Background: an optimization exercise with open tools, aiming at small area. Do not read the settings as production practice. At most, simulation tests tie the RTL to the original design; equivalence was not proved. For runs 3 and 4, only the layout was checked, not whether the RTL still works. No activity file was given, so power comes from the tool's default toggle rates.

==> flow/design.v <==
module registerFile
(
    input  logic       clk,
    input  logic       clr,       
    input  logic       we,
    input  logic [4:0] wAddr,
    input  logic [1:0] wDigit,
    input  logic [4:0] aAddr,
    input  logic [4:0] bAddr,
    output logic [1:0] aDigit,
    output logic [1:0] bDigit
);
    logic [31:0] regs [1:31];
    logic [63:0] outs;
    always_ff @(posedge clk) begin
        for (int i = 1; i < 32; i++) begin
            if (clr || (we && wAddr == 5'(i))) begin
                regs[i] <= {wDigit & {2{!clr}}, regs[i][31:2]};
            end else begin
                regs[i] <= {regs[i][1:0], regs[i][31:2]};
            end
        end
    end
    always_comb begin
        outs[1:0] = 2'b00;
        for (int i = 1; i < 32; i++) begin
            outs[2*i +: 2] = regs[i][1:0];
        end
    end
    assign aDigit = outs[2*aAddr +: 2];
    assign bDigit = outs[2*bAddr +: 2];
endmodule
module mipsCpuBus
#(
    parameter logic [31:0] resetVector = 32'hBFC00000
) (
    input  logic        clk,
    input  logic        reset,
    output logic        active,
    output logic [31:0] registerV0,
    output logic [31:0] address,
    output logic        read,
    output logic        write,
    input  logic        waitrequest,
    output logic [31:0] writedata,
    output logic [3:0]  byteenable,
    input  logic [31:0] readdata
);
    localparam logic [3:0] S_FETCH = 4'd0;   
    localparam logic [3:0] S_W1    = 4'd1;   
    localparam logic [3:0] S_EX1   = 4'd2;   
    localparam logic [3:0] S_MEM   = 4'd3;   
    localparam logic [3:0] S_W2    = 4'd4;   
    localparam logic [3:0] S_EX2   = 4'd5;   
    localparam logic [3:0] S_HW    = 4'd6;   
    localparam logic [3:0] S_HALT  = 4'd7;   
    localparam logic [3:0] S_DONE  = 4'd8;   
    localparam logic [3:0] S_W2L   = 4'd9;   
    localparam logic [3:0] S_EX2L  = 4'd10;  
    logic [3:0]  state;
    logic [3:0]  ph;
    logic        clr;        
    logic        pend;       
    logic        flag;       
    logic        cMain;      
    logic        cInc;       
    logic        prevBit;    
    logic        aZero;      
    logic [29:0] A;          
    logic [31:0] N;          
    logic [31:0] WD;         
    logic [31:0] IR;
    wire first = (ph == 4'd0);
    wire last  = (ph == 4'd15);
    wire ex1   = (state == S_EX1);
    wire ex2   = (state == S_EX2);
    wire ex2L  = (state == S_EX2L);
    wire [5:0] op = IR[31:26];
    wire [5:0] fn = IR[5:0];
    wire isR    = !op[5] && !op[3] && !op[2] && !op[1];
    wire iJ     = !op[5] && !op[3] && op[1];
    wire isBr   = !op[5] && !op[3] && op[2];
    wire iBne   = op[0];
    wire isImm  = !op[5] && op[3];
    wire isMem  = op[5];
    wire iSw    = op[3];
    wire iLw    = isMem && !op[3];
    wire [2:0] f3 = isR ? fn[2:0] : op[2:0];
    wire isAlu  = (isR && fn[5]) || isImm;
    wire isSltC = isAlu && (isR ? fn[3] : (f3[2:1] == 2'b01));
    wire sltU   = f3[0];
    wire isLog  = isAlu && f3[2];
    wire iLui   = isLog && f3[1] && f3[0];
    wire subLike = isAlu && !f3[2] && f3[1];
    wire zext   = isImm && f3[2];
    wire isSh   = isR && !fn[5] && !fn[3];
    wire iSll   = isSh && !fn[1];
    wire isSrl  = isSh && fn[1];
    wire iSra   = fn[0];
    wire iJr    = isR && !fn[5] && fn[3];
    wire wrEx1  = isAlu && !isSltC;
    wire wrEx2  = iLw || isSltC || isSh;
    wire [4:0] dest = ex2L ? WD[4:0] : (isR ? IR[15:11] : IR[20:16]);
    wire [4:0] shamt = IR[10:6];
    wire [3:0] shD = shamt[4:1];
    wire       shO = shamt[0];
    logic [1:0] rsD, rtD, wDigit;
    logic       we;
    registerFile u_rf (
        .clk(clk), .clr(clr),
        .we(we), .wAddr(dest), .wDigit(wDigit),
        .aAddr(IR[25:21]), .bAddr(state == S_HALT ? 5'd2 : IR[20:16]),
        .aDigit(rsD), .bDigit(rtD)
    );
    logic [3:0] k;
    logic [1:0] irD, immD, luiD, offD, jD;
    always_comb begin
        if (ex2L) k = ph;
        else if (isBr || iJ) k = ph - 4'd1;
        else if (iLui) k = ph ^ 4'd8;
        else k = ph;
        irD = IR[2*k +: 2];
    end
    wire sgn = IR[15];
    assign immD = !ph[3] ? irD : (zext ? 2'b00 : {sgn, sgn});
    assign luiD = ph[3] ? irD : 2'b00;
    assign offD = first ? 2'b00 : (ph <= 4'd8 ? irD : {sgn, sgn});
    logic [1:0] pcD;
    logic       cIncOut;
    always_comb begin
        logic [2:0] s;
        s = {1'b0, A[1:0]} + {2'b00, (ph == 4'd1) ? 1'b1 : cInc};
        pcD = first ? 2'b00 : s[1:0];
        cIncOut = s[2];
    end
    assign jD = first ? 2'b00 : (ph <= 4'd13 ? irD : pcD);
    logic [1:0] aOp, bRaw, sum, aluD;
    logic       cOut;
    always_comb begin
        logic [2:0] s;
        aOp  = isBr ? pcD : rsD;
        bRaw = isBr ? offD : (isR ? rtD : immD);
        s = {1'b0, aOp} + {1'b0, bRaw ^ {2{subLike}}}
          + {2'b00, first ? subLike : cMain};
        sum  = s[1:0];
        cOut = s[2];
        if (!isLog) aluD = sum;
        else case (f3[1:0])
            2'b00: aluD = rsD & bRaw;
            2'b01: aluD = rsD | bRaw;
            2'b10: aluD = rsD ^ bRaw;
            default: aluD = luiD;
        endcase
    end
    wire eqD   = (rsD == rtD);
    wire taken = (flag && eqD) ^ iBne;
    wire lt    = sltU ? !cOut
               : ((rsD[1] ^ bRaw[1]) ? rsD[1] : sum[1]);
    wire [4:0] phPlusD = {1'b0, ph} + {1'b0, shD};
    wire [4:0] phPlusK = {1'b0, ph} + {1'b0, shD} + {4'b0, shO};
    wire       sllMask = ex2 && iSll && (ph < shD);
    wire [1:0] fillSh  = iSra ? {WD[31], WD[31]} : 2'b00;
    logic       wdSh;
    logic [1:0] wdIn;
    always_comb begin
        wdSh = 1'b0;
        wdIn = rtD;
        case (state)
            S_EX1: begin
                if (iSw || isSrl) wdSh = 1'b1;
                if (iSll) wdSh = !phPlusD[4];
            end
            S_W2: begin
                if (isSrl) wdSh = phPlusK[4];
                wdIn = fillSh;
            end
            S_EX2: begin
                wdSh = iSll || isSrl;
                wdIn = fillSh;
            end
            S_HALT: wdSh = 1'b1;
            default: ;
        endcase
    end
    logic [1:0] ex2D, mCur;
    always_comb begin
        mCur = sllMask ? 2'b00 : WD[1:0];
        if (ex2L) ex2D = irD;
        else if (isSltC) ex2D = first ? {1'b0, flag} : 2'b00;
        else if (iSll) ex2D = shO ? {mCur[0], first ? 1'b0 : prevBit} : mCur;
        else ex2D = shO ? {WD[0], prevBit} : WD[1:0];
    end
    assign we = (ex1 && wrEx1) || (ex2 && wrEx2) || ex2L;
    assign wDigit = ex1 ? aluD : ex2D;
    wire       aSh = !first && (ex1 || ex2L || (ex2 && isMem));
    wire [1:0] aIn = (ex1 && isMem) ? sum : ((!ex1 || pend) ? N[1:0] : pcD);
    logic       nUpd;
    logic [1:0] nD;
    always_comb begin
        nUpd = ex1 && ((isMem && !pend) || isBr || iJ || iJr);
        if (isMem) nD = pcD;
        else if (iJ) nD = jD;
        else if (iJr) nD = rsD;
        else nD = sum;
    end
    assign read = (state == S_FETCH && !aZero) || (state == S_MEM && iLw);
    assign write = (state == S_MEM) && iSw;
    assign address = {A, 2'b00};
    assign writedata = WD;
    assign byteenable = 4'b1111;
    assign registerV0 = WD;
    always_ff @(posedge clk) begin
        N <= {nUpd ? nD : N[1:0], N[31:2]};
        if (aSh) begin
            A <= {aIn, A[29:2]};
            aZero <= (ph == 4'd1 || aZero) && aIn == 2'b00;
        end
        cInc <= cIncOut;
        cMain <= cOut;
        if (wdSh) begin
            WD <= {wdIn, WD[31:2]};
            prevBit <= sllMask ? 1'b0 : WD[1];
        end else if (ex1 && iLw) begin
            WD[4:0] <= IR[20:16];
        end
        if (read && !waitrequest) IR <= readdata;
        if (ex1) begin
            if (isBr) flag <= first ? eqD : (flag && eqD);
            else if (last) flag <= lt;
        end
        if (reset) begin
            state <= S_FETCH;
            ph <= 4'd0;
            clr <= 1'b1;
            A <= resetVector[31:2];
            aZero <= (resetVector[31:2] == 30'd0);
            active <= 1'b1;
            pend <= 1'b0;
        end else begin
            ph <= ph + 4'd1;
            if (last) clr <= 1'b0;
            if (ex1 && last) pend <= isBr ? taken : (iJ || iJr);
            case (state)
                S_FETCH: begin
                    if (aZero) state <= last ? S_HALT : S_HW;
                    else if (!waitrequest) state <= last ? S_EX1 : S_W1;
                end
                S_W1: if (last) state <= S_EX1;
                S_EX1: if (last) begin
                    if (isMem) state <= S_MEM;
                    else if (isSrl) state <= S_W2;
                    else if (isSltC || iSll) state <= S_EX2;
                    else state <= S_FETCH;
                end
                S_MEM: if (!waitrequest) begin
                    if (iLw) state <= last ? S_EX2L : S_W2L;
                    else state <= last ? S_EX2 : S_W2;
                end
                S_W2L: if (last) state <= S_EX2L;
                S_EX2L: if (last) state <= S_FETCH;
                S_W2: if (last) state <= S_EX2;
                S_EX2: if (last) state <= S_FETCH;
                S_HW: if (last) state <= S_HALT;
                S_HALT: if (last) begin
                    state <= S_DONE;
                    active <= 1'b0;
                end
                default: state <= S_DONE;
            endcase
        end
    end
endmodule
==> flow/flow/run.sh <==
#!/bin/bash
# The standard layout, with two changes: clock tree synthesis inserts no
# dummy loads, and the port buffers use the smallest buffer cell.
set -euo pipefail
export CTS_ARGS="-sink_clustering_enable -repair_clock_nets -sink_clustering_size 36 -sink_clustering_max_diameter 60 -buf_list sky130_fd_sc_hd__clkbuf_16 -dont_use_dummy_load"
export BUFFER_PORTS_ARGS="-buffer_cell sky130_fd_sc_hd__buf_1"
bash standard.sh > flow_standard.log 2>&1
==> flow/standard.sh <==
#!/bin/bash
# synth_recipe.tcl (not shown) runs the flow's synth.tcl, then flattens the netlist and writes it again
# the make line also repeats each setting of config.mk as NAME=value (left out here)
make -C /OpenROAD-flow-scripts/flow DESIGN_CONFIG=/design/flow/config.mk WORK_HOME=/design/flow/orfs CLKGATE_MAP_FILE= SYNTH_SCRIPT=/design/flow/synth_recipe.tcl "${@:-finish}"
==> flow/config.mk <==
export PLATFORM = sky130hd
export DESIGN_NAME = mipsCpuBus
export DESIGN_NICKNAME = mipsCpuBus
export VERILOG_FILES = /design/flow/design.v
export SDC_FILE = /design/flow/constraint.sdc
export NUM_CORES = 4
export LEC_CHECK = 0
export ABC_AREA = 1
export CAP_MARGIN = 20
export CORE_MARGIN = 2
export CORE_UTILIZATION = 60
export CTS_BUF_LIST = sky130_fd_sc_hd__clkbuf_8
export CTS_CLUSTER_DIAMETER = 50
export CTS_CLUSTER_SIZE = 20
export SLEW_MARGIN = 20
==> flow/constraint.sdc <==
create_clock -name core_clock -period 10.0 [get_ports {clk}]
set_input_delay 2.0000 -clock core_clock [delete_from_list [all_inputs] [get_ports {clk}]]
set_output_delay 2.0000 -clock core_clock [all_outputs]
set_load 0.01 [all_outputs]
==> flow_summary.toml, run 1 <==
[outcome]
outcome = "no timing/DRC/antenna violations"

[timing]
skew_ps = 112
finalSetupViolations = 0
maxSlewHeadroom = 0.285
fin_setup_tns_ps = 0
rsz0062_at_grt = "no"
fin_crit_sh = 0.551
drv_slew = 0
worstMarginPinSlew_ps = 1070
fin_crit_ps = 5510
hold_viol_final = 0
fmax_mhz = 182

[setup_path]
worstSetupEndpoint = "u_rf.regs[18][31]"
r2r_start = "IR[31]"
cp-end-kind = "flip-flop"
start_kind = "flip-flop"
worstPathMaxFanout = 31
timing.rr.end = "u_rf.regs[18][31]"
cp-startpoint = "IR[31]"
reg2reg_slack_ps = 4490
worstPathArrival_ps = 5980
r2r_cells = 23
setup.worst_path.class = "reg -> reg"
cp.required_ps = 10470

[cells_and_area]
stdcell_area_mm2 = 0.0311
synthToLayoutAreaGrowth_pct = 6.59
drive_gt1_frac = 0.0391
antenna_cells_inserted = 0
layout.nets = 2489

[cts]
clkTransAtPathRegs_ps = 80
ctsResizeCount = 0
cts_tree = "yes"
cts_hold_buf = 0
post_cts_buffers = 0
htreeDepth = 2
cts-root-buf = "clkbuf_16"
clk_path_buf_depth = 3
clock_latency_ps = 640
cts_num_sinks = 1134
cts_buffers = 46

[place]
placed_cell_area_mm2 = 0.0299
place_congestion = 0.919
hpwlAfterDp_mm = 38.2
io_buffers = 131

[floorplan]
core_area_mm2 = 0.0478
row_count = 80
die_w_um = 224
io_pins = 138
die_area_mm2 = 0.0504
die_height_um = 224
initial_core_util = 0.609

[synth]
synth_edf_count = 66
avgSynthCellArea_um2 = 12.5
yosys_warnings = 3
seq_area_frac_synth = 0.802
ys_ff_latch = 1134
synth_ff_type = "dfxtp_1"
synth_area_mm2 = 0.0291
syn_inst = 2335
yosys.cell_types.count = 43
async_flop_share = 0

[route]
antenna_left = 0
drtPass1Iterations = 5
drtIter0Drc = 1143
route.final.wire_length_mm = 56.4
num_vias = 15400
via_per_inst = 5.04
avgRoutedWirePerCell_um = 18.5
drc = 0

[worst_hold_path]
hold_path_class = "reg -> reg"

[power]
power.total_mw = 7.74
power_frac_comb = 0.116
seqPwrFrac = 0.619
p_sw_mw = 1.95
swShare = 0.252
power.density_mw_per_mm2 = 249
clockPowerShare = 0.265
p_int_mw = 5.79
vdd_drop_max_mv = 0.225
power.leakage_nw = 12.7

[global_routing]
grt_max_degree = 39
grt_pass1_vias = 14500
grt-ovfl-total = 0
antenna_found_initial = 3
grt_usage = 0.225
grt_pass1_wl_mm = 84.8

[run]
drv_cap = 0
metrics by stage:
step	cells	worst slack [ps]	utilization	hold slack, ps
floorplan	2339	5980	-	310
detailed placement	2998	4510	0.625	312
finish	3045	4490	0.649	275
CTS	3044	4560	0.649	271
global placement	2998	4640	0.625	309
global route	3045	3970	0.649	275
cells in the final DEF, fill, tap and decap left out, types with 2 or more instances in the layout:
master     netlist  layout
dfxtp_1       1068    1068
nand2_1        392     392
nand3_1        189     189
inv_1          143     143
buf_1            1     131
nor2_1         120     120
o21ai_0         80      80
edfxtp_1        66      66
clkbuf_16        0      46
a21oi_1         42      41
o211ai_1        28      28
ha_1            19      19
nand3_2         12      12
nand4_1         10      10
o21ai_1          8       8
nor3_1           7       7
buf_4           42       7
inv_2            6       6
o21ai_2          6       6
conb_1           2       6
nand2_2          5       5
nor3_2           5       5
nor2_2           4       4
a31oi_1          3       3
o31ai_1          3       3
fa_1             3       3
a311oi_1         2       2
nor4_1           2       2
xnor2_1          2       2
a21boi_0         2       2
a21oi_4          1       2
o2111ai_1        2       2
cell families after synthesis:
kind of cell	after synthesis	share of synthesized area
flops	1134	0.802
simple gates	747	0.110
buf+inv	244	0.0399
compound gates	183	0.0368
fa+ha+maj	22	0.0102
xor+xnor	3	0.000902
other cells	2	0.000258
cells in the mapped netlist, drive strengths merged, types with 10 or more instances:
master  number  area, um2
dfxtp     1068      21400
nor3        12       85.1
o21ai       94        493
nand3      201       1070
o211ai      28        210
edfxtp      66       1980
a21oi       43        226
nand4       10       62.6
clkbuf      30        113
inv        149        559
nand2      398       1510
buf         64        487
nor2       124        475
ha          19        238
power by group through the flow:
stage / logic (mW) / clock network (mW) / registers [mW]
2_1_floorplan: 0.644 / 0 / 4.86
3_3_place_gp: 0.883 / 0 / 4.89
3_5_place_dp: 0.887 / 0 / 4.89
4_1_cts: 0.891 / 2.10 / 4.79
5_1_grt: 1.00 / 2.24 / 4.81
6_report: 0.897 / 2.05 / 4.79
layer usage:
layer / part of all wire / global-route usage
met4: 0.036 / 0.0880
met2: 0.44 / 0.352
met5: 0.00020 / 0
met3: 0.056 / 0.0307
met1: 0.47 / 0.321
state kept, by name, indices dropped and copies added, names as in the netlist:
register	count
active	1
state	4
pend	1
cMain	1
N	32
aZero	1
flag	1
ph	4
prevBit	1
A	30
clr	1
u_rf.regs	992
cInc	1
WD	32
IR	32
worst max-delay path, stage by stage, from the launching register on:
cell and delay [ps]:
edfxtp_1 490, inv_2 160, nand2_2 70, nor2_1 670, o21ai_2 190, o21ai_1 660, inv_1 270, o211ai_1 170
nand2_1 80, nand2_1 60, nand3_1 110, nand2_1 170, nand2_1 70, nand2_1 60, nand2_1 60, nand3_1 110
nand2_1 70, fa_1 400, fa_1 580, nand2_1 80, nand2_1 90, nand2_2 450, nand3_1 240, nand2_1 80
worst min path at each step:
stage / startpoint / to / cells past startpoint
floorplan: N[2] / N[0] / 0
global placement: u_rf.regs[30][21] / u_rf.regs[30][19] / 0
detailed placement: u_rf.regs[27][29] / u_rf.regs[27][27] / 0
finish: u_rf.regs[21][2] / u_rf.regs[21][0] / 0
global route: u_rf.regs[29][30] / u_rf.regs[29][28] / 0
CTS: u_rf.regs[26][30] / u_rf.regs[26][28] / 0
area by class of cell:
type,instances,area [um2]
timing repair buffer,139,572
inverter,150,563
multi-input combinational,961,4650
sequential,1134,23400
fill,3448,16800
tap,615,769
clock buffer,46,1150
==> inputs of run 2 (changes only) <==
==> flow/flow/run.sh (replaced) <==
#!/bin/bash
# The standard layout, with two changes: clock tree synthesis inserts no
# dummy loads, and the port buffers use the smallest buffer cell.
set -euo pipefail
export CTS_ARGS="-sink_clustering_enable -repair_clock_nets -sink_clustering_size 20 -sink_clustering_max_diameter 50 -buf_list sky130_fd_sc_hd__clkbuf_8 -dont_use_dummy_load"
export BUFFER_PORTS_ARGS="-buffer_cell sky130_fd_sc_hd__buf_1"
bash standard.sh > flow_standard.log 2>&1
==> run 2 against run 1 <==
Net effect: still clean; sequential power hardly changed; wire length is 2.5% lower; setup slack worse by 76 ps; highest routed layer unchanged.
==> flow_summary.toml, run 2 <==
[timing]
setup_slack_ps = 4420
drv_slew = 0
hold_viol_final = 0
hold_ws_ps = 288
fin_setup_tns_ps = 0
skew_ps = 116
finalSetupViolations = 0
fmax_mhz = 179
rsz0062_at_grt = "no"
fin_crit_sh = 0.558
maxSlewHeadroom = 0.252
fin_crit_ps = 5580
worstMarginPinSlew_ps = 1110

[synth]
synth_common_cells = "1068 x dfxtp_1, 392 x nand2_1, 189 x nand3_1"
ys_ff_latch = 1134
synth_edf_count = 66
synth_ff_type = "dfxtp_1"
seq_area_frac_synth = 0.802
yosys_warnings = 3
yosys.cell_types.count = 43
synth_top_cell_by_area = "dfxtp_1"
syn_inst = 2335
avgSynthCellArea_um2 = 12.5
synthTopCellsByArea = "dfxtp_1 73%, edfxtp_1 6.8%, nand2_1 5.0%"
synth_area_mm2 = 0.0291
yosysTopAreaCellShare = 0.734
async_flop_share = 0
synth.most_common_cell = "dfxtp_1"

[cts]
htreeDepth = 3
post_cts_buffers = 0
ctsResizeCount = 0
clock_latency_ps = 690
clkTransAtPathRegs_ps = 110
cts_hold_buf = 0
clk_path_buf_depth = 3
cts_num_sinks = 1134
cts_buffers = 72
cts-root-buf = "clkbuf_8"
cts_tree = "yes"

[global_routing]
grt_pass1_wl_mm = 83.0
grt-ovfl-total = 0
grt_pass1_vias = 14600
grt_max_degree = 39
antenna_found_initial = 2
grt_usage = 0.220

[cells_and_area]
layout.nets = 2515
n_fill_cell = 3534
mostFrequentLayoutCell = "dfxtp_1"
largest_reg_flops = 992
final_cell_mix = "1068 x dfxtp_1, 392 x nand2_1, 189 x nand3_1"
stdcell_area_mm2 = 0.0309
antenna_cells_inserted = 0
synthToLayoutAreaGrowth_pct = 6.04
drive_gt1_frac = 0.0493
regMostFlops = "u_rf.regs"

[floorplan]
die_height_um = 224
die_area_mm2 = 0.0504
io_pins = 138
row_count = 80
die_w_um = 224
core_area_mm2 = 0.0478
initial_core_util = 0.609

[setup_path]
crit_chain = "inv_1, nor2_1, nand2_1, nand2_1, nand3_1, nand3_1, nand3_1, nand2_1, a21oi_1, nand2_1, nand2_1, nand2_1, nand2_1, fa_1, fa_1, nand2_1, nand2_1, nand2_2, nand3_1, nand2_1"
crit_family = "simple AND/OR/NAND/NOR gates"
cpPeakStageDelay_ps = 970
crit_top_cell = "nand2_1"
cp_num_buf_inv = 1
worstPathMaxFanout = 31
slowest_stage = "edfxtp_1"
start_kind = "flip-flop"
cp.required_ps = 10550
worstPathArrival_ps = 6130
cp-end-kind = "flip-flop"
setup.worst_path.class = "reg -> reg"

[route]
route.final.wire_length_mm = 54.9
dr_wl_met2_mm = 23.6
top_layer_used = "met5"
wl_met3_mm = 3.43
num_vias = 15400
drtPass1Iterations = 8
drc = 0
avgRoutedWirePerCell_um = 17.9
antenna_left = 0
drtIter0Drc = 1116
m1WireLength_mm = 25.8
via_per_inst = 5.02

[worst_hold_path]
hold_path_class = "reg -> reg"

[power]
power.leakage_nw = 12.6
power.total_mw = 7.55
vdd_drop_max_mv = 0.179
power.density_mw_per_mm2 = 244

[place]
place_congestion = 0.919
hpwlAfterDp_mm = 38.2
placed_cell_area_mm2 = 0.0299
dp_slack_ps = 4510
io_buffers = 131

[run]
drv_cap = 0

[outcome]
outcome = "no timing/DRC/antenna violations"
-- run 2: changes by cell type in the layout (fill, tap and decap cells not counted), sizes merged --
| cell | delta |
|---|---|
| clkbuf | +26 |
-- run 2: cell type report --
type / count / area [um2] / share of cell area
Tap cell: 615 / 769 / 0.0249
Sequential cell: 1134 / 23400 / 0.756
Inverter: 150 / 563 / 0.0182
Timing Repair Buffer: 139 / 572 / 0.0185
Clock buffer: 72 / 991 / 0.0321
Multi-Input combinational cell: 961 / 4650 / 0.150
-- run 2: per-stage QoR --
stage | utilization | std cells
after CTS | 0.645 | 3070
after detailed placement | 0.625 | 2998
after global routing | 0.646 | 3071
final | 0.646 | 3071
after global placement | 0.625 | 2998
after floorplan | - | 2339
-- run 2: path summary, 6_finish.rpt --
check,startpoint,endpoint,slack [ps],cells after the start
worst max-delay path,IR[16],u_rf.regs[30][31],4420,20
worst min register to register,u_rf.regs[3][4],u_rf.regs[3][2],290,0
worst max register to register,IR[16],u_rf.regs[30][31],4420,20
worst min-delay path,u_rf.regs[3][4],u_rf.regs[3][2],290,0
-- run 2: layer usage --
metal / GRT usage / vias to the layer above
li1: - / 7575
met1: 0.310 / 7228
met2: 0.332 / 497
met3: 0.0466 / 123
met4: 0.0934 / 2
met5: 0 / -
-- run 2: power breakdown --
group	switching [mW]	internal, mW
logic	0.635	0.261
clock network	1.21	0.651
registers	0.0941	4.70
total	1.94	5.61
-- run 2: cell families (layout without fill, tap and decap cells) --
logic type	count (synthesis)	in the layout	share of synthesized area
other cells	2	6	0.000258
fa+ha+maj	22	22	0.0102
xor+xnor	3	3	0.000902
buf+inv	244	361	0.0399
simple gates	747	747	0.110
flops	1134	1134	0.802
compound gates	183	183	0.0368
-- run 2: worst reg2reg max path, cell delays in order (launching register included) --
cell      delay (ps)
edfxtp_1         970
inv_1            400
nor2_1           940
nand2_1          130
nand2_1          110
nand3_1           80
nand3_1          100
nand3_1          110
nand2_1          240
a21oi_1          100
nand2_1          130
nand2_1          100
nand2_1           70
nand2_1           60
fa_1             400
fa_1             580
nand2_1           80
nand2_1           90
nand2_2          450
nand3_1          290
nand2_1           80
==> inputs of run 3 (changes only) <==
--- a/flow/design.v
+++ b/flow/design.v
@@ -65,5 +65,4 @@
     logic        cMain;      
     logic        cInc;       
-    logic        prevBit;    
     logic        aZero;      
     logic [29:0] A;          
@@ -157,6 +156,7 @@
     wire lt    = sltU ? !cOut
                : ((rsD[1] ^ bRaw[1]) ? rsD[1] : sum[1]);
-    wire [4:0] phPlusD = {1'b0, ph} + {1'b0, shD};
-    wire [4:0] phPlusK = {1'b0, ph} + {1'b0, shD} + {4'b0, shO};
+    wire [3:0] m       = ~ph;
+    wire       dLeM    = (shD <= m);
+    wire       dEqM    = (shD == m);
     wire       sllMask = ex2 && iSll && (ph < shD);
     wire [1:0] fillSh  = iSra ? {WD[31], WD[31]} : 2'b00;
@@ -169,8 +169,8 @@
             S_EX1: begin
                 if (iSw || isSrl) wdSh = 1'b1;
-                if (iSll) wdSh = !phPlusD[4];
+                if (iSll) wdSh = dLeM;
             end
             S_W2: begin
-                if (isSrl) wdSh = phPlusK[4];
+                if (isSrl) wdSh = !dLeM || (shO && dEqM);
                 wdIn = fillSh;
             end
@@ -188,6 +188,6 @@
         if (ex2L) ex2D = irD;
         else if (isSltC) ex2D = first ? {1'b0, flag} : 2'b00;
-        else if (iSll) ex2D = shO ? {mCur[0], first ? 1'b0 : prevBit} : mCur;
-        else ex2D = shO ? {WD[0], prevBit} : WD[1:0];
+        else if (iSll) ex2D = shO ? {mCur[0], first ? 1'b0 : flag} : mCur;
+        else ex2D = shO ? {WD[0], flag} : WD[1:0];
     end
     assign we = (ex1 && wrEx1) || (ex2 && wrEx2) || ex2L;
@@ -220,5 +220,5 @@
         if (wdSh) begin
             WD <= {wdIn, WD[31:2]};
-            prevBit <= sllMask ? 1'b0 : WD[1];
+            flag <= sllMask ? 1'b0 : WD[1];
         end else if (ex1 && iLw) begin
             WD[4:0] <= IR[20:16];
@@ -227,5 +227,5 @@
         if (ex1) begin
             if (isBr) flag <= first ? eqD : (flag && eqD);
-            else if (last) flag <= lt;
+            else if (last && isSltC) flag <= lt;
         end
         if (reset) begin
==> run 3 against run 2 <==
Net effect: still clean on timing, DRC and antenna; sequential share of layout area is 0.11 points higher; combinational power is 3.6% higher; clock skew is 16 ps higher; global-route usage is 0.55 points higher; largest cell class unchanged; sequential power hardly changed.
==> flow_summary.toml, run 3 <==
[outcome]
outcome = "no timing/DRC/antenna violations"

[floorplan]
die_area_mm2 = 0.0501
core_area_mm2 = 0.0477
die_height_um = 224
io_pins = 138
die_w_um = 224
initial_core_util = 0.608
row_count = 80

[cells_and_area]
final_cells = 3073
final_cell_mix = "1069 x dfxtp_1, 393 x nand2_1, 203 x nand3_1"
largest_reg_flops = 992
drive_gt1_frac = 0.0476
mostFrequentLayoutCell = "dfxtp_1"
layout.nets = 2514
regMostFlops = "u_rf.regs"
stdcell_area_mm2 = 0.0308
synthToLayoutAreaGrowth_pct = 6.17

[cts]
htreeDepth = 3
cts_buffers = 76
clock_latency_ps = 720
post_cts_buffers = 0
clk_path_buf_depth = 3
cts_hold_buf = 0
cts_tree = "yes"
cts-root-buf = "clkbuf_8"
cts_num_sinks = 1133
ctsResizeCount = 0
clkTransAtPathRegs_ps = 100

[synth]
synthTopCellsByArea = "dfxtp_1 74%, edfxtp_1 6.6%, nand2_1 5.1%"
syn_inst = 2334
synth_edf_count = 64
seq_area_frac_synth = 0.804
synth_common_cells = "1069 x dfxtp_1, 393 x nand2_1, 204 x nand3_1"
async_flop_share = 0
ys_ff_latch = 1133
yosys_warnings = 3
yosysTopAreaCellShare = 0.738
synth_top_cell_by_area = "dfxtp_1"
synth_ff_type = "dfxtp_1"
avgSynthCellArea_um2 = 12.4
synth_area_mm2 = 0.0290
yosys.cell_types.count = 45
synth.most_common_cell = "dfxtp_1"

[place]
placed_cell_area_mm2 = 0.0298
place_congestion = 0.869
dp.cells = 2995
io_buffers = 131
hpwlAfterDp_mm = 38.9

[timing]
finalSetupViolations = 0
rsz0062_at_grt = "no"
maxSlewHeadroom = 0.340
fin_setup_tns_ps = 0
worstMarginPinSlew_ps = 989
fmax_mhz = 187
fin_crit_sh = 0.536
hold_viol_final = 0
skew_ps = 131
fin_crit_ps = 5360
hold_ws_ps = 264
drv_slew = 0

[global_routing]
grt_pass1_wl_mm = 84.6
grt-ovfl-total = 0
grt_pass1_vias = 14900
grt_usage = 0.226
antenna_found_initial = 0
grt_max_degree = 40

[setup_path]
cp-end-kind = "flip-flop"
crit_chain = "nand2_1, inv_1, nand2_1, nand2_1, nand2_1, a21oi_1, nand2_1, nand3_1, nand3_1, nand2_1, a21oi_1, nand2_1, nand2_1, nand2_1, nand2_1, fa_1, fa_1, nand2_1, nand2_1, nand2_2, nand3_1, nand2_1"
start_kind = "flip-flop"
crit_top_cell = "nand2_1"
worstPathArrival_ps = 5860
crit_family = "simple AND/OR/NAND/NOR gates"
cp.required_ps = 10510
cp_num_buf_inv = 1
worstPathMaxFanout = 31
cpPeakStageDelay_ps = 810
slowest_stage = "nand2_1"
setup.worst_path.class = "reg -> reg"

[power]
vdd_drop_max_mv = 0.237
power.total_mw = 7.63
power.density_mw_per_mm2 = 248
power.leakage_nw = 12.6

[route]
drtPass1Iterations = 5
via_per_inst = 5.05
route.final.wire_length_mm = 56.1
drc = 0
antenna_left = 0
drtIter0Drc = 1084
avgRoutedWirePerCell_um = 18.2
num_vias = 15500

[worst_hold_path]
hold_path_class = "reg -> reg"

[run]
drv_cap = 0
==> run 3: cell types whose count changed after synthesis, moves of 3 or more <==
cell,delta
o21ai_2,-5
inv_1,-12
o21ai_0,-11
buf_4,+3
nor2_4,+3
o211ai_1,-9
inv_2,+5
nor2_1,+3
nand3_2,-12
buf_6,-3
nand3_1,+15
o21ai_1,+20
a21oi_1,+3
==> run 3: kinds of logic (layout without fill, tap and decap cells) <==
| logic type | count (synthesis) | after routing | synth area share |
|---|---|---|---|
| AOI/OAI and AO/OA | 184 | 184 | 0.0363 |
| xor gates and xnor gates | 2 | 2 | 0.000604 |
| adders and majority gates | 21 | 21 | 0.00957 |
| buffers and inverters | 237 | 355 | 0.0388 |
| DFF | 1133 | 1133 | 0.804 |
| other | 2 | 8 | 0.000259 |
| and+or+nand+nor | 755 | 755 | 0.111 |
==> run 3: cell type report <==
class | instances | area [um2]
Inverter | 143 | 537
Antenna cell | 2 | 5.00
Clock buffer | 76 | 1050
Timing Repair Buffer | 136 | 529
Multi-Input combinational cell | 968 | 4600
Tap cell | 615 | 769
Sequential cell | 1133 | 23300
Fill cell | 3453 | 16900
==> run 3: final timing paths <==
check,start,to,cells past startpoint,slack (ps)
max,state[1],u_rf.regs[16][31],22,4640
min,u_rf.regs[16][31],u_rf.regs[16][29],0,260
max reg2reg,state[1],u_rf.regs[16][31],22,4640
min reg2reg,u_rf.regs[16][31],u_rf.regs[16][29],0,260
==> run 3: worst reg2reg max path, cell delays in order (launching register included) <==
cell     delay, ps
dfxtp_1        580
nand2_1        180
inv_1           80
nand2_1        390
nand2_1        830
nand2_1        140
a21oi_1        160
nand2_1         70
nand3_1         70
nand3_1        110
nand2_1        180
a21oi_1         80
nand2_1        120
nand2_1        100
nand2_1         80
nand2_1         70
fa_1           410
fa_1           600
nand2_1         80
nand2_1         80
nand2_2        400
nand3_1        340
nand2_1         70
==> run 3: through the flow <==
stage / utilization / setup WS (ps)
2_1_floorplan: - / 5980
3_3_place_gp: 0.623 / 4940
3_5_place_dp: 0.623 / 4830
4_1_cts: 0.645 / 4760
5_1_grt: 0.645 / 4310
6_report: 0.645 / 4640
==> run 3: layer usage <==
metal,vias up,share of wire,wire (um),track usage
met5,-,0,0,0
met4,0,0.036,2040,0.0938
met3,140,0.053,2970,0.0455
met2,521,0.44,24400,0.345
met1,7271,0.47,26600,0.316
li1,7575,-,-,-
==> run 3: power breakdown <==
| group | internal [mW] | leakage (nW) | switching, mW |
|---|---|---|---|
| Sequential | 4.69 | 9.20 | 0.107 |
| Clock | 0.684 | 0.546 | 1.22 |
| Combinational | 0.267 | 2.88 | 0.660 |
==> inputs of run 4 (changes only) <==
--- a/flow/design.v
+++ b/flow/design.v
@@ -53,5 +53,4 @@
     localparam logic [3:0] S_W2    = 4'd4;   
     localparam logic [3:0] S_EX2   = 4'd5;   
-    localparam logic [3:0] S_HW    = 4'd6;   
     localparam logic [3:0] S_HALT  = 4'd7;   
     localparam logic [3:0] S_DONE  = 4'd8;   
@@ -113,16 +112,19 @@
     );
     logic [3:0] k;
-    logic [1:0] irD, immD, luiD, offD, jD;
-    always_comb begin
-        if (ex2L) k = ph;
-        else if (isBr || iJ) k = ph - 4'd1;
-        else if (iLui) k = ph ^ 4'd8;
-        else k = ph;
+    logic [1:0] irD, immD, luiD, offD, jD, prevD;
+    always_comb begin
+        k = {ph[3] ^ (iLui && !ex2L), ph[2:0]};
         irD = IR[2*k +: 2];
     end
+    function automatic logic lt4(input logic [3:0] a, input logic [3:0] b);
+        lt4 = (!a[3] && b[3])
+           || (a[3] == b[3] && ((!a[2] && b[2])
+           || (a[2] == b[2] && ((!a[1] && b[1])
+           || (a[1] == b[1] && !a[0] && b[0])))));
+    endfunction
     wire sgn = IR[15];
     assign immD = !ph[3] ? irD : (zext ? 2'b00 : {sgn, sgn});
     assign luiD = ph[3] ? irD : 2'b00;
-    assign offD = first ? 2'b00 : (ph <= 4'd8 ? irD : {sgn, sgn});
+    assign offD = first ? 2'b00 : ((!ph[3] || ph[2:0] == 3'd0) ? prevD : {sgn, sgn});
     logic [1:0] pcD;
     logic       cIncOut;
@@ -133,5 +135,5 @@
         cIncOut = s[2];
     end
-    assign jD = first ? 2'b00 : (ph <= 4'd13 ? irD : pcD);
+    assign jD = first ? 2'b00 : (!(ph[3] && ph[2] && ph[1]) ? prevD : pcD);
     logic [1:0] aOp, bRaw, sum, aluD;
     logic       cOut;
@@ -157,7 +159,7 @@
                : ((rsD[1] ^ bRaw[1]) ? rsD[1] : sum[1]);
     wire [3:0] m       = ~ph;
-    wire       dLeM    = (shD <= m);
+    wire       dLeM    = !lt4(m, shD);
     wire       dEqM    = (shD == m);
-    wire       sllMask = ex2 && iSll && (ph < shD);
+    wire       sllMask = ex2 && iSll && lt4(ph, shD);
     wire [1:0] fillSh  = iSra ? {WD[31], WD[31]} : 2'b00;
     logic       wdSh;
@@ -209,4 +211,5 @@
     assign writedata = WD;
     assign byteenable = 4'b1111;
+    assign active = (state != S_DONE);
     assign registerV0 = WD;
     always_ff @(posedge clk) begin
@@ -217,4 +220,5 @@
         end
         cInc <= cIncOut;
+        prevD <= irD;
         cMain <= cOut;
         if (wdSh) begin
@@ -235,5 +239,4 @@
             A <= resetVector[31:2];
             aZero <= (resetVector[31:2] == 30'd0);
-            active <= 1'b1;
             pend <= 1'b0;
         end else begin
@@ -243,5 +246,7 @@
             case (state)
                 S_FETCH: begin
-                    if (aZero) state <= last ? S_HALT : S_HW;
+                    if (aZero) begin
+                        if (last) state <= S_HALT;
+                    end
                     else if (!waitrequest) state <= last ? S_EX1 : S_W1;
                 end
@@ -261,9 +266,5 @@
                 S_W2: if (last) state <= S_EX2;
                 S_EX2: if (last) state <= S_FETCH;
-                S_HW: if (last) state <= S_HALT;
-                S_HALT: if (last) begin
-                    state <= S_DONE;
-                    active <= 1'b0;
-                end
+                S_HALT: if (last) state <= S_DONE;
                 default: state <= S_DONE;
             endcase
==> run 4 against run 3 <==
Net effect: synthesized area up 0.33%; clock power down 2%; synthesized cell count down 1.4%; setup slack better by 420 ps; worst hold slack worse by 16 ps.
==> flow_summary.toml, run 4 <==
[route]
drtPass1Iterations = 5
num_vias = 15300
via_per_inst = 5.04
antenna_left = 0
drtIter0Drc = 986
avgRoutedWirePerCell_um = 18.1
route.final.wire_length_mm = 55.0
drc = 0

[synth]
synth.most_common_cell = "dfxtp_1"
yosysTopAreaCellShare = 0.736
avgSynthCellArea_um2 = 12.7
synth_mux_area_frac = 0
synth_ff_type = "dfxtp_1"
synth_compound_gate_area_share = 0.0378
synthAdderAreaFrac = 0.00825
synth_common_cells = "1070 x dfxtp_1, 370 x nand2_1, 209 x nand3_1"
yosys.cell_types.count = 53
synthTopCellsByArea = "dfxtp_1 74%, edfxtp_1 6.6%, nand2_1 4.8%"
synth_area_mm2 = 0.0291
async_flop_share = 0
synth_edf_count = 64
synthXorXnorAreaFrac = 0.000301
synth_top_cell_by_area = "dfxtp_1"
syn_inst = 2301
synth_top_family_by_area = "simple AND/OR/NAND/NOR gates"
yosys_warnings = 3
ys_ff_latch = 1134
synthSimpleGateAreaFrac = 0.113
seq_area_frac_synth = 0.802

[cts]
cts_buffers = 74
clk_path_buf_depth = 3
cts-root-buf = "clkbuf_8"
cts_hold_buf = 0
cts_num_sinks = 1134
clkTransAtPathRegs_ps = 100
post_cts_buffers = 0
clock_latency_ps = 690
cts_tree = "yes"
ctsResizeCount = 0
htreeDepth = 3

[setup_path]
worstPathArrival_ps = 5460
cp-end-kind = "flip-flop"
timing.rr.end = "u_rf.regs[3][31]"
cp.required_ps = 10530
cp-startpoint = "IR[16]"
start_kind = "flip-flop"
r2r_cells = 21
r2r_start = "IR[16]"
reg2reg_slack_ps = 5070
worstPathMaxFanout = 31
setup.worst_path.class = "reg -> reg"

[timing]
worstMarginPinSlew_ps = 1070
setup_slack_ps = 5070
maxSlewHeadroom = 0.286
fin_setup_tns_ps = 0
drv_slew = 0
finalSetupViolations = 0
skew_ps = 118
hold_ws_ps = 248
rsz0062_at_grt = "no"
fin_crit_sh = 0.493
fin_crit_ps = 4930
hold_viol_final = 0
fmax_mhz = 203

[place]
placed_cell_area_mm2 = 0.0298
dp.cells = 2962
place_congestion = 0.865
io_buffers = 131
dp_slack_ps = 5160
hpwlAfterDp_mm = 37.5

[floorplan]
die_w_um = 224
initial_core_util = 0.608
row_count = 80
core_area_mm2 = 0.0478
die_area_mm2 = 0.0503
io_pins = 138
die_height_um = 224

[global_routing]
grt_pass1_wl_mm = 83.1
grt-ovfl-total = 0
antenna_found_initial = 3
grt_usage = 0.221
grt_pass1_vias = 14700
grt_max_degree = 39

[cells_and_area]
final_cells = 3036
antenna_cells_inserted = 0
stdcell_area_mm2 = 0.0308
mostFrequentLayoutCell = "dfxtp_1"
regMostFlops = "u_rf.regs"
layout.nets = 2476
final_cell_mix = "1070 x dfxtp_1, 370 x nand2_1, 208 x nand3_1"
largest_reg_flops = 992
utilization = 0.644
synthToLayoutAreaGrowth_pct = 5.91
drive_gt1_frac = 0.0615

[outcome]
outcome = "no timing/DRC/antenna violations"

[power]
vdd_drop_max_mv = 0.190
power.leakage_nw = 12.5
power.total_mw = 7.57
power.density_mw_per_mm2 = 245

[worst_hold_path]
hold_path_class = "reg -> reg"
hold_start = "u_rf.regs[3][31]"
hold_end = "u_rf.regs[3][29]"
holdPathStages = 0

[run]
drv_cap = 0
-- run 4: where the power goes --
group / leakage [nW] / total [mW] / internal, mW / switching, mW
Clock: 0.532 / 1.87 / 0.667 / 1.21
Sequential: 9.21 / 4.83 / 4.72 / 0.116
Combinational: 2.73 / 0.863 / 0.244 / 0.620
Total: 12.5 / 7.57 / 5.63 / 1.94
-- run 4: worst max-delay path, cell delays in order (launching register included) --
cell and delay, ps:
edfxtp_1 890, inv_1 440, nor2_4 500, nand2_1 110
nand3_1 90, nand3_1 70, nand3_1 100, nand3_1 130
nand2_1 120, inv_1 70, o211ai_2 170, nand2_1 120
nand2_1 80, nand2_1 70, fa_1 410, fa_1 500
inv_1 130, a21oi_1 80, nand2_1 80, buf_4 360
nand3_1 130, nand2_1 100
-- run 4: kinds of logic after synthesis --
family,Yosys count
compound gates,174
fa+ha+maj,18
flops,1134
simple gates,750
buf+inv,222
xor+xnor,1
other cells,2
-- run 4: layout make-up --
class | instances | area (um2)
multi-input combinational | 949 | 4690
timing repair buffer | 137 | 537
fill | 3523 | 17000
tap | 615 | 769
sequential | 1134 | 23300
inverter | 127 | 479
clock buffer | 74 | 1020
-- run 4: routing by layer --
metal  vias up  GRT usage  share of wire
met5         -          0        0.00049
met4         4     0.0887          0.037
met3       123     0.0466          0.059
met2       501      0.340           0.44
met1      7149      0.307           0.47
li1       7512          -              -
-- run 4: worst max path at each step --
stage	endpoint	slack (ps)	cells past startpoint
global placement	u_rf.regs[11][31]	5300	21
floorplan	IR[0]	5980	1
finish	u_rf.regs[3][31]	5070	21
CTS	u_rf.regs[3][31]	5090	21
detailed placement	u_rf.regs[7][31]	5160	21
global route	u_rf.regs[3][31]	4610	21
==> inputs of run 5 (changes only) <==
--- a/flow/design.v
+++ b/flow/design.v
@@ -13,8 +13,16 @@
     logic [31:0] regs [1:31];
     logic [63:0] outs;
+    logic [3:0]  selHi;
+    logic [7:0]  selLo;
+    logic [1:0]  wd;
+    always_comb begin
+        for (int i = 0; i < 4; i++) selHi[i] = clr || (we && wAddr[4:3] == 2'(i));
+        for (int i = 0; i < 8; i++) selLo[i] = clr || wAddr[2:0] == 3'(i);
+        wd = wDigit & {2{!clr}};
+    end
     always_ff @(posedge clk) begin
         for (int i = 1; i < 32; i++) begin
-            if (clr || (we && wAddr == 5'(i))) begin
-                regs[i] <= {wDigit & {2{!clr}}, regs[i][31:2]};
+            if (selHi[i / 8] && selLo[i % 8]) begin
+                regs[i] <= {wd, regs[i][31:2]};
             end else begin
                 regs[i] <= {regs[i][1:0], regs[i][31:2]};
==> run 5 against run 4 <==
Net effect: still clean; synthesized cell count is 1.0% lower; clock power is essentially flat; sequential share of layout area increased by 0.45 points; non-clock buffer count increased by 2; combinational power down 14%; power down 1.8%.
==> flow_summary.toml, run 5 <==
[cells_and_area]
regMostFlops = "u_rf.regs"
final_cells = 3025
synthToLayoutAreaGrowth_pct = 6.52
stdcell_area_mm2 = 0.0307
utilization = 0.645
largest_reg_flops = 992
n_fill_cell = 3518
layout.nets = 2463
mostFrequentLayoutCell = "dfxtp_1"
drive_gt1_frac = 0.0436
final_cell_mix = "1070 x dfxtp_1, 369 x nand2_1, 185 x nand3_1"

[timing]
maxSlewHeadroom = 0.350
drv_slew = 0
worstMarginPinSlew_ps = 970
fin_setup_tns_ps = 0
fin_crit_ps = 4940
finalSetupViolations = 0
fmax_mhz = 203
hold_viol_final = 0
setup_slack_ps = 5060
skew_ps = 85.9
rsz0062_at_grt = "no"
hold_ws_ps = 259
fin_crit_sh = 0.494

[global_routing]
grt_max_degree = 39
grt_pass1_vias = 14300
grt-ovfl-total = 0
antenna_found_initial = 0
grt_pass1_wl_mm = 80.7
grt_usage = 0.215

[synth]
synth_edf_count = 64
yosys_warnings = 3
ys_ff_latch = 1134
synthTopCellsByArea = "dfxtp_1 74%, edfxtp_1 6.7%, nand2_1 4.8%"
avgSynthCellArea_um2 = 12.6
synth_area_mm2 = 0.0288
yosysTopAreaCellShare = 0.744
async_flop_share = 0
synth.most_common_cell = "dfxtp_1"
synth_ff_type = "dfxtp_1"
synth_top_cell_by_area = "dfxtp_1"
syn_inst = 2278
seq_area_frac_synth = 0.811
synth_common_cells = "1070 x dfxtp_1, 369 x nand2_1, 186 x nand3_1"
yosys.cell_types.count = 44

[route]
drtIter0Drc = 940
avgRoutedWirePerCell_um = 17.6
antenna_left = 0
via_per_inst = 4.97
drc = 0
route.final.wire_length_mm = 53.3
num_vias = 15000
drtPass1Iterations = 5

[cts]
cts-root-buf = "clkbuf_8"
clock_latency_ps = 690
cts_buffers = 75
ctsResizeCount = 0
cts_hold_buf = 0
clkTransAtPathRegs_ps = 100
cts_num_sinks = 1134
htreeDepth = 3
clk_path_buf_depth = 3
cts_tree = "yes"
post_cts_buffers = 0

[floorplan]
initial_core_util = 0.605
die_area_mm2 = 0.0497
core_area_mm2 = 0.0475
row_count = 80
io_pins = 138
die_height_um = 223
die_w_um = 223

[setup_path]
worstPathArrival_ps = 5510
reg2reg_slack_ps = 5060
worstPathMaxFanout = 31
setup.worst_path.class = "reg -> reg"
start_kind = "flip-flop"
cp-end-kind = "flip-flop"
r2r_start = "IR[16]"
cp.required_ps = 10570
timing.rr.end = "u_rf.regs[8][31]"
r2r_cells = 20

[power]
power.leakage_nw = 12.6
vdd_drop_max_mv = 0.200
power.total_mw = 7.43
power.density_mw_per_mm2 = 242

[place]
dp_slack_ps = 5020
dp.cells = 2947
place_congestion = 0.871
placed_cell_area_mm2 = 0.0296
io_buffers = 131
hpwlAfterDp_mm = 36.3

[run]
drv_cap = 0

[worst_hold_path]
hold_end = "u_rf.regs[31][21]"
hold_path_class = "reg -> reg"
holdPathStages = 0
hold_start = "u_rf.regs[31][23]"

[outcome]
outcome = "no timing/DRC/antenna violations"
-- run 5: changes by cell type in the layout (fill, tap and decap cells not counted), sizes merged, moves of 3 or more --
| cell | before | now |
|---|---|---|
| nor3 | 10 | 6 |
| nand4 | 9 | 5 |
| o22ai | 2 | 5 |
| clkinv | 3 | 11 |
| nor2 | 130 | 145 |
| nand3 | 211 | 189 |
| o21ai | 79 | 91 |
| o2111ai | 7 | 2 |
| a31oi | 3 | 11 |
| inv | 124 | 119 |
| o221ai | 4 | 0 |
| nand2 | 387 | 372 |
| xor2 | 0 | 4 |
-- run 5: where the power goes --
part / internal, mW / total, mW / switching [mW] / leakage (nW)
logic: 0.220 / 0.741 / 0.521 / 2.86
clock network: 0.676 / 1.89 / 1.21 / 0.539
registers: 4.70 / 4.80 / 0.0991 / 9.21
total: 5.60 / 7.43 / 1.83 / 12.6
-- run 5: logic make-up (layout without fill, tap and decap cells) --
logic type      after synthesis  in the layout  synth area share
buf+inv                     218            344            0.0355
fa+ha+maj                    18             18           0.00835
flops                      1134           1134             0.811
xor+xnor                      4              4           0.00122
compound gates              183            183            0.0388
other cells                   2              8          0.000261
simple gates                719            719             0.105
-- run 5: per-layer routing --
layer,share of wire,global-route usage
met1,0.48,0.304
met2,0.44,0.336
met3,0.044,0.0349
met4,0.031,0.0849
met5,0,0
-- run 5: layout make-up --
type | count | area [um2] | share of cell area
diodes | 2 | 5.00 | 0.000163
clock buffers | 75 | 1030 | 0.0337
inverters | 130 | 488 | 0.0159
multi-input cells | 930 | 4440 | 0.145
flip-flops and latches | 1134 | 23300 | 0.762
well taps | 615 | 769 | 0.0251
repair buffers | 139 | 572 | 0.0187
-- run 5: how the worst max path moves through the flow --
stage / startpoint / endpoint / slack [ps] / cells past startpoint
2_1_floorplan: waitrequest / IR[0] / 5980 / 1
3_3_place_gp: IR[16] / u_rf.regs[21][31] / 5070 / 20
3_5_place_dp: IR[16] / u_rf.regs[31][31] / 5020 / 20
4_1_cts: IR[16] / u_rf.regs[8][31] / 5040 / 20
5_1_grt: IR[16] / u_rf.regs[8][31] / 4570 / 20
6_report: IR[16] / u_rf.regs[8][31] / 5060 / 20
-- run 5: worst max-delay path: stages (launching register included) --
cell	delay, ps
edfxtp_1	760
inv_1	400
nor2_2	770
nand2_1	110
nand3_1	110
nand3_1	100
nand3_1	130
nand2_1	70
nand2_1	100
a31oi_1	110
o21ai_0	130
nand2_1	150
xor2_1	190
fa_1	420
fa_1	530
nand2_1	110
nand2_1	50
nand2_1	50
buf_4	360
nand3_1	110
o21ai_0	90
==> inputs of run 6 (changes only) <==
--- a/flow/design.v
+++ b/flow/design.v
@@ -12,5 +12,5 @@
 );
     logic [31:0] regs [1:31];
-    logic [63:0] outs;
+    logic [1:0]  outs [0:31];
     logic [3:0]  selHi;
     logic [7:0]  selLo;
@@ -23,19 +23,30 @@
     always_ff @(posedge clk) begin
         for (int i = 1; i < 32; i++) begin
-            if (selHi[i / 8] && selLo[i % 8]) begin
-                regs[i] <= {wd, regs[i][31:2]};
-            end else begin
-                regs[i] <= {regs[i][1:0], regs[i][31:2]};
-            end
-        end
-    end
-    always_comb begin
-        outs[1:0] = 2'b00;
-        for (int i = 1; i < 32; i++) begin
-            outs[2*i +: 2] = regs[i][1:0];
-        end
-    end
-    assign aDigit = outs[2*aAddr +: 2];
-    assign bDigit = outs[2*bAddr +: 2];
+            regs[i] <= {(selHi[i / 8] && selLo[i % 8]) ? wd : regs[i][1:0], regs[i][31:2]};
+        end
+    end
+    always_comb begin
+        outs[0] = 2'b00;
+        for (int i = 1; i < 32; i++) outs[i] = regs[i][1:0];
+    end
+    function automatic logic [1:0] mux4(input logic [1:0] s, input logic [1:0] a,
+                                        input logic [1:0] b, input logic [1:0] c,
+                                        input logic [1:0] d);
+        case (s)
+            2'd0: mux4 = a;
+            2'd1: mux4 = b;
+            2'd2: mux4 = c;
+            default: mux4 = d;
+        endcase
+    endfunction
+    function automatic logic [1:0] rd32(input logic [4:0] a);
+        logic [1:0] l1 [0:7];
+        logic [1:0] l2 [0:1];
+        for (int j = 0; j < 8; j++) l1[j] = mux4(a[1:0], outs[4*j], outs[4*j+1], outs[4*j+2], outs[4*j+3]);
+        for (int j = 0; j < 2; j++) l2[j] = mux4(a[3:2], l1[4*j], l1[4*j+1], l1[4*j+2], l1[4*j+3]);
+        rd32 = a[4] ? l2[1] : l2[0];
+    endfunction
+    assign aDigit = rd32(aAddr);
+    assign bDigit = rd32(bAddr);
 endmodule
 module mipsCpuBus
--- a/flow/config.mk
+++ b/flow/config.mk
@@ -14,2 +14,3 @@
 export CTS_CLUSTER_SIZE = 20
 export SLEW_MARGIN = 20
+export SYNTH_HIERARCHICAL = 1
==> run 6 against run 5 <==
Net effect: clock power is 3% lower; critical endpoint is now u_rf.regs[1][31]; cell area is 1.6% lower; still clean; register-to-register slack worse by 370 ps; sequential share of layout area is 1.2 points higher; utilization is 0.34 points higher; first-iteration DRC count is 3.0% lower.
==> flow_summary.toml, run 6 <==
[outcome]
outcome = "no timing/DRC/antenna violations"

[timing]
fin_setup_tns_ps = 0
drv_slew = 0
fin_crit_ps = 5300
fmax_mhz = 189
maxSlewHeadroom = 0.311
setup_slack_ps = 4700
rsz0062_at_grt = "no"
finalSetupViolations = 0
fin_crit_sh = 0.530
hold_viol_final = 0
worstMarginPinSlew_ps = 1030
skew_ps = 84.4

[route]
route.final.wire_length_mm = 50.2
via_per_inst = 4.92
drc = 0
drtPass1Iterations = 5
num_vias = 14300
antenna_left = 0
avgRoutedWirePerCell_um = 17.3
drtIter0Drc = 912

[power]
power.density_mw_per_mm2 = 243
vdd_drop_max_mv = 0.193
power.leakage_nw = 12.1
power.total_mw = 7.33

[synth]
synth_edf_count = 64
yosys.cell_types.count = 46
seq_area_frac_synth = 0.824
avgSynthCellArea_um2 = 13.1
synth.most_common_cell = "dfxtp_1"
synthTopCellsByArea = "dfxtp_1 76%, edfxtp_1 6.8%, nand2_1 4.1%"
syn_inst = 2166
yosys_warnings = 14
synth_top_cell_by_area = "dfxtp_1"
synth_common_cells = "1070 x dfxtp_1, 306 x nand2_1, 147 x o21ai_0"
ys_ff_latch = 1134
synth_area_mm2 = 0.0283
yosysTopAreaCellShare = 0.757
synth_ff_type = "dfxtp_1"
async_flop_share = 0

[setup_path]
cp.required_ps = 10450
crit_top_cell = "nand2_1"
worstPathArrival_ps = 5750
worstPathMaxFanout = 31
r2r_start = "state[2]"
cp_num_buf_inv = 4
slowest_stage = "nand2_1"
crit_chain = "inv_1, nor2_1, inv_2, nor2_1, nor2_4, nand2_1, inv_1, a21oi_1, nand2_1, nand3_1, nor2_1, nor2_1, nand2_1, nand3_2, nand2_2, nand2_1, nand2_1, fa_1, fa_1, inv_1, a21oi_1, a21o_1, nand2_1, o21ai_0"
crit_family = "simple AND/OR/NAND/NOR gates"
cpPeakStageDelay_ps = 740
start_kind = "flip-flop"
cp-startpoint = "state[2]"
setup.worst_path.class = "reg -> reg"
cp-end-kind = "flip-flop"

[cells_and_area]
mostFrequentLayoutCell = "dfxtp_1"
regMostFlops = "u_rf.regs"
final_cell_mix = "1070 x dfxtp_1, 306 x nand2_1, 146 x o21ai_0"
largest_reg_flops = 992
ff_latch_area_mm2 = 0.0233
multiInputGateArea_mm2 = 0.00411
n_fill_cell = 3409
synthToLayoutAreaGrowth_pct = 6.56
stdcell_area_mm2 = 0.0302
layout.nets = 2355
utilization = 0.648
drive_gt1_frac = 0.0491

[floorplan]
core_area_mm2 = 0.0466
die_height_um = 221
initial_core_util = 0.608
row_count = 79
die_w_um = 221
die_area_mm2 = 0.0489
io_pins = 138

[run]
drv_cap = 0

[place]
place_congestion = 0.845
placed_cell_area_mm2 = 0.0291
hpwlAfterDp_mm = 34.7
dp_slack_ps = 4380
io_buffers = 131

[global_routing]
grt_pass1_vias = 13900
grt_max_degree = 40
antenna_found_initial = 1
grt_usage = 0.209
grt-ovfl-total = 0
grt_pass1_wl_mm = 77.9

[cts]
clock_latency_ps = 680
cts-root-buf = "clkbuf_8"
cts_num_sinks = 1134
clk_path_buf_depth = 3
clkTransAtPathRegs_ps = 100
cts_tree = "yes"
cts_hold_buf = 0
post_cts_buffers = 0
ctsResizeCount = 0
cts_buffers = 71
htreeDepth = 3

[worst_hold_path]
hold_path_class = "reg -> reg"
hold_start = "u_rf.regs[1][4]"
[run 6: cell count changes in the layout (fill, tap and decap cells not counted), moves of 10 or more]
| cell | change |
|---|---|
| nor2_1 | -33 |
| a21oi_1 | +10 |
| o21ai_0 | +61 |
| o21ai_1 | +20 |
| nand3_1 | -79 |
| nand2_1 | -63 |
| inv_1 | -18 |
[run 6: per-module statistics from Yosys (local to each module, per instance)]
module	flip-flops and latches	area [um2]	cells inside
registerFile	992	21900	1457
mipsCpuBus	142	6410	709
[run 6: per-layer routing]
metal | part of all wire | vias up | GRT usage
met5 | 0 | - | 0
met4 | 0.027 | 0 | 0.0697
met3 | 0.049 | 90 | 0.0417
met2 | 0.43 | 362 | 0.312
met1 | 0.49 | 6703 | 0.307
li1 | - | 7141 | -
[run 6: kinds of logic (layout without fill, tap and decap cells)]
| logic type | count (synthesis) | count (layout) | share of synthesized area |
|---|---|---|---|
| xor+xnor | 2 | 2 | 0.000619 |
| buf+inv | 190 | 320 | 0.0319 |
| compound gates | 270 | 270 | 0.0525 |
| fa+ha+maj | 18 | 18 | 0.00848 |
| simple gates | 550 | 550 | 0.0819 |
| other cells | 2 | 7 | 0.000265 |
| flops | 1134 | 1134 | 0.824 |
[run 6: final timing paths]
check                                        end  slack (ps)  depth (start not counted)
worst min register to register   u_rf.regs[1][2]         260                          0
worst max-delay path            u_rf.regs[1][31]        4700                         24
worst min-delay path             u_rf.regs[1][2]         260                          0
worst max register to register  u_rf.regs[1][31]        4700                         24
[run 6: area by class of cell]
cell class	instances	area share
clock buffer	71	0.0324
tap	607	0.0252
timing repair buffer	137	0.0185
antenna	1	0.0000829
multi-input combinational	846	0.136
sequential	1134	0.774
inverter	112	0.0139
[run 6: stage by stage]
step / hold WS, ps / cells
after floorplan: 310 / 2170
after CTS: 261 / 2906
after global routing: 259 / 2907
after global placement: 310 / 2835
final: 257 / 2908
after detailed placement: 312 / 2835
[run 6: power by group]
part	total, mW	switching, mW	leakage [nW]	internal [mW]
Clock	1.84	1.20	0.510	0.643
Combinational	0.688	0.482	2.41	0.207
Sequential	4.80	0.0945	9.21	4.71
Total	7.33	1.77	12.1	5.56
==> inputs of run 7 (changes only) <==
==> flow/flow/run.sh (replaced) <==
#!/bin/bash
# The standard layout, with two changes: clock tree synthesis inserts no
# dummy loads, and the port buffers use the smallest buffer cell.
set -euo pipefail
export CTS_ARGS="-sink_clustering_enable -repair_clock_nets -sink_clustering_size 22 -sink_clustering_max_diameter 45 -buf_list sky130_fd_sc_hd__clkbuf_8 -dont_use_dummy_load"
export BUFFER_PORTS_ARGS="-buffer_cell sky130_fd_sc_hd__buf_1"
bash standard.sh > flow_standard.log 2>&1
==> run 7 against run 6 <==
Net effect: via count about the same; die area unchanged; critical path type unchanged; register-to-register slack worse by 20 ps; synthesized area unchanged; flip-flop and latch count unchanged; synthesized cell count unchanged; non-clock buffer count unchanged; first-iteration DRC count up 13%; power up 0.64%; critical path depth unchanged; setup slack worse by 23 ps; highest routed layer unchanged; critical endpoint is now u_rf.regs[4][31]; clock-buffer cell count up 4.
==> flow_summary.toml, run 7 <==
[timing]
drv_slew = 0
skew_ps = 127
rsz0062_at_grt = "no"
setup_slack_ps = 4670
hold_ws_ps = 227
worstMarginPinSlew_ps = 1030
finalSetupViolations = 0
fin_setup_tns_ps = 0
fin_crit_ps = 5330
maxSlewHeadroom = 0.310
fmax_mhz = 188
hold_viol_final = 0
fin_crit_sh = 0.533

[place]
placed_cell_area_mm2 = 0.0291
hpwlAfterDp_mm = 34.7
place_congestion = 0.845
io_buffers = 131
dp_slack_ps = 4380

[cts]
cts_num_sinks = 1134
cts_tree = "yes"
cts-root-buf = "clkbuf_8"
htreeDepth = 3
clk_path_buf_depth = 3
cts_buffers = 75
ctsResizeCount = 0
cts_hold_buf = 0
clock_latency_ps = 710
post_cts_buffers = 0
clkTransAtPathRegs_ps = 110

[global_routing]
grt_pass1_wl_mm = 77.5
antenna_found_initial = 1
grt_max_degree = 40
grt-ovfl-total = 0
grt_usage = 0.207
grt_pass1_vias = 13900

[power]
power.density_mw_per_mm2 = 244
vdd_drop_max_mv = 0.205
power.leakage_nw = 12.2

[synth]
synth_top_cell_by_area = "dfxtp_1"
seq_area_frac_synth = 0.824
ys_ff_latch = 1134
async_flop_share = 0
syn_inst = 2166
synth_common_cells = "1070 x dfxtp_1, 306 x nand2_1, 147 x o21ai_0"
synth_ff_type = "dfxtp_1"
synth_area_mm2 = 0.0283
yosysTopAreaCellShare = 0.757
synthTopCellsByArea = "dfxtp_1 76%, edfxtp_1 6.8%, nand2_1 4.1%"
synth.most_common_cell = "dfxtp_1"
yosys.cell_types.count = 46
synth_edf_count = 64
yosys_warnings = 14
avgSynthCellArea_um2 = 13.1

[cells_and_area]
regMostFlops = "u_rf.regs"
stdcell_area_mm2 = 0.0302
utilization = 0.649
synthToLayoutAreaGrowth_pct = 6.75
final_cell_mix = "1070 x dfxtp_1, 306 x nand2_1, 146 x o21ai_0"
layout.nets = 2359
mostFrequentLayoutCell = "dfxtp_1"
drive_gt1_frac = 0.0508
n_fill_cell = 3417
largest_reg_flops = 992

[floorplan]
row_count = 79
die_height_um = 221
core_area_mm2 = 0.0466
die_w_um = 221
io_pins = 138
die_area_mm2 = 0.0489
initial_core_util = 0.608

[route]
route.final.wire_length_mm = 50.2
drc = 0
drtIter0Drc = 1027
num_vias = 14300
avgRoutedWirePerCell_um = 17.2
drtPass1Iterations = 5
via_per_inst = 4.91
antenna_left = 0

[setup_path]
crit_chain = "inv_1, nor2_1, inv_2, nor2_1, nor2_4, nand2_1, inv_1, a21oi_1, nand2_1, nand3_1, nor2_1, nor2_1, nand2_1, nand3_2, nand2_2, nand2_1, nand2_1, fa_1, fa_1, inv_1, a21oi_1, a21o_1, nand2_1, o21ai_0"
cp.required_ps = 10450
reg2reg_slack_ps = 4670
crit_top_cell = "nand2_1"
start_kind = "flip-flop"
r2r_start = "state[2]"
worstPathMaxFanout = 31
cpPeakStageDelay_ps = 740
r2r_cells = 24
worstPathArrival_ps = 5780
timing.rr.end = "u_rf.regs[4][31]"
slowest_stage = "nand2_1"
crit_family = "simple AND/OR/NAND/NOR gates"
setup.worst_path.class = "reg -> reg"
cp-end-kind = "flip-flop"
cp_num_buf_inv = 4

[run]
drv_cap = 0

[worst_hold_path]
hold_end = "u_rf.regs[29][4]"
hold_start = "u_rf.regs[29][6]"
holdPathStages = 0
hold_path_class = "reg -> reg"

[outcome]
outcome = "no timing/DRC/antenna violations"
run 7: where the power goes:
part	leakage [nW]	switching (mW)	internal (mW)
registers	9.21	0.0929	4.71
logic	2.41	0.485	0.207
clock network	0.539	1.21	0.676
run 7: area by class of cell:
type,count,area [um2],area share
inverters,112,420,0.0139
well taps,607,759,0.0251
multi-input cells,846,4110,0.136
repair buffers,137,557,0.0184
diodes,1,2.50,0.0000828
flip-flops and latches,1134,23300,0.772
clock buffers,75,1030,0.0342
run 7: logic make-up after synthesis:
kind of cell,share of synthesized area
flip-flops,0.824
XOR/XNOR,0.000619
AND/OR/NAND/NOR,0.0819
buffers and inverters,0.0319
AO/OA/AOI/OAI,0.0525
other,0.000265
adder cells (fa/ha/maj),0.00848
run 7: through the flow:
step                      cells  power [mW]
final                      2912        7.38
after global routing       2911        7.69
after CTS                  2910        7.43
after detailed placement   2835        5.57
after global placement     2835        5.57
after floorplan            2170        5.35
run 7: Yosys stat by module, one instance, submodules excluded:
module | times used | cell area, um2 | cells inside
registerFile | 1 | 21900 | 1457
mipsCpuBus | 1 | 6410 | 709
run 7: routing by layer:
metal  vias up  track usage  part of all wire
met5         -            0                 0
met4         0       0.0714             0.028
met3        89       0.0426             0.050
met2       366        0.313              0.43
met1      6695        0.301              0.49
li1       7139            -                 -
run 7: worst max-delay path by stage:
stage	slack, ps	startpoint	cells after the start	endpoint
finish	4670	state[2]	24	u_rf.regs[4][31]
CTS	4420	state[2]	23	u_rf.regs[4][31]
floorplan	5980	waitrequest	1	IR[0]
detailed placement	4380	state[2]	23	u_rf.regs[12][31]
global placement	4480	state[2]	23	u_rf.regs[16][31]
global route	4200	state[2]	24	u_rf.regs[4][31]

## separate check: timing with driven ports
In the flow no input, the clock included, has a driving cell. The finished layouts below were timed again as built, in two steps.
Step 1 sets driving cells, clkbuf_16 on the clock port and buf_2 on the other inputs (assumed; they add their load-dependent delay and slew).
Step 2 adds t to the input delays and takes it off the output delays; t is the mean of the earliest and latest rising clock arrival at the registers after step 1. Input paths then give back, and output paths get back, about the clock's delay inside the block.
Slacks: ideal / step 1 / step 2; pairs: ideal / step 1.
run	t (ns)	setup WS [ns]	worst hold slack (ns)	slew at the worst register clock pin (ns)	pins driven straight from the clock port
run 1	0.638	4.495 / 4.495 / 4.495	0.275 / 0.275 / 0.275	0.12 / 0.12	1
run 2	0.694	4.419 / 4.419 / 4.419	0.288 / 0.288 / 0.288	0.12 / 0.12	1
run 3	0.703	4.644 / 4.644 / 4.644	0.264 / 0.264 / 0.264	0.12 / 0.12	1
run 4	0.688	5.067 / 5.067 / 5.067	0.248 / 0.248 / 0.248	0.11 / 0.11	1
run 5	0.703	5.062 / 5.062 / 5.062	0.259 / 0.259 / 0.259	0.12 / 0.12	1
run 6	0.697	4.696 / 4.696 / 4.696	0.257 / 0.257 / 0.257	0.11 / 0.11	1
run 7	0.703	4.673 / 4.673 / 4.673	0.227 / 0.227 / 0.227	0.12 / 0.12	1
After both steps setup and hold are still met in every run listed.
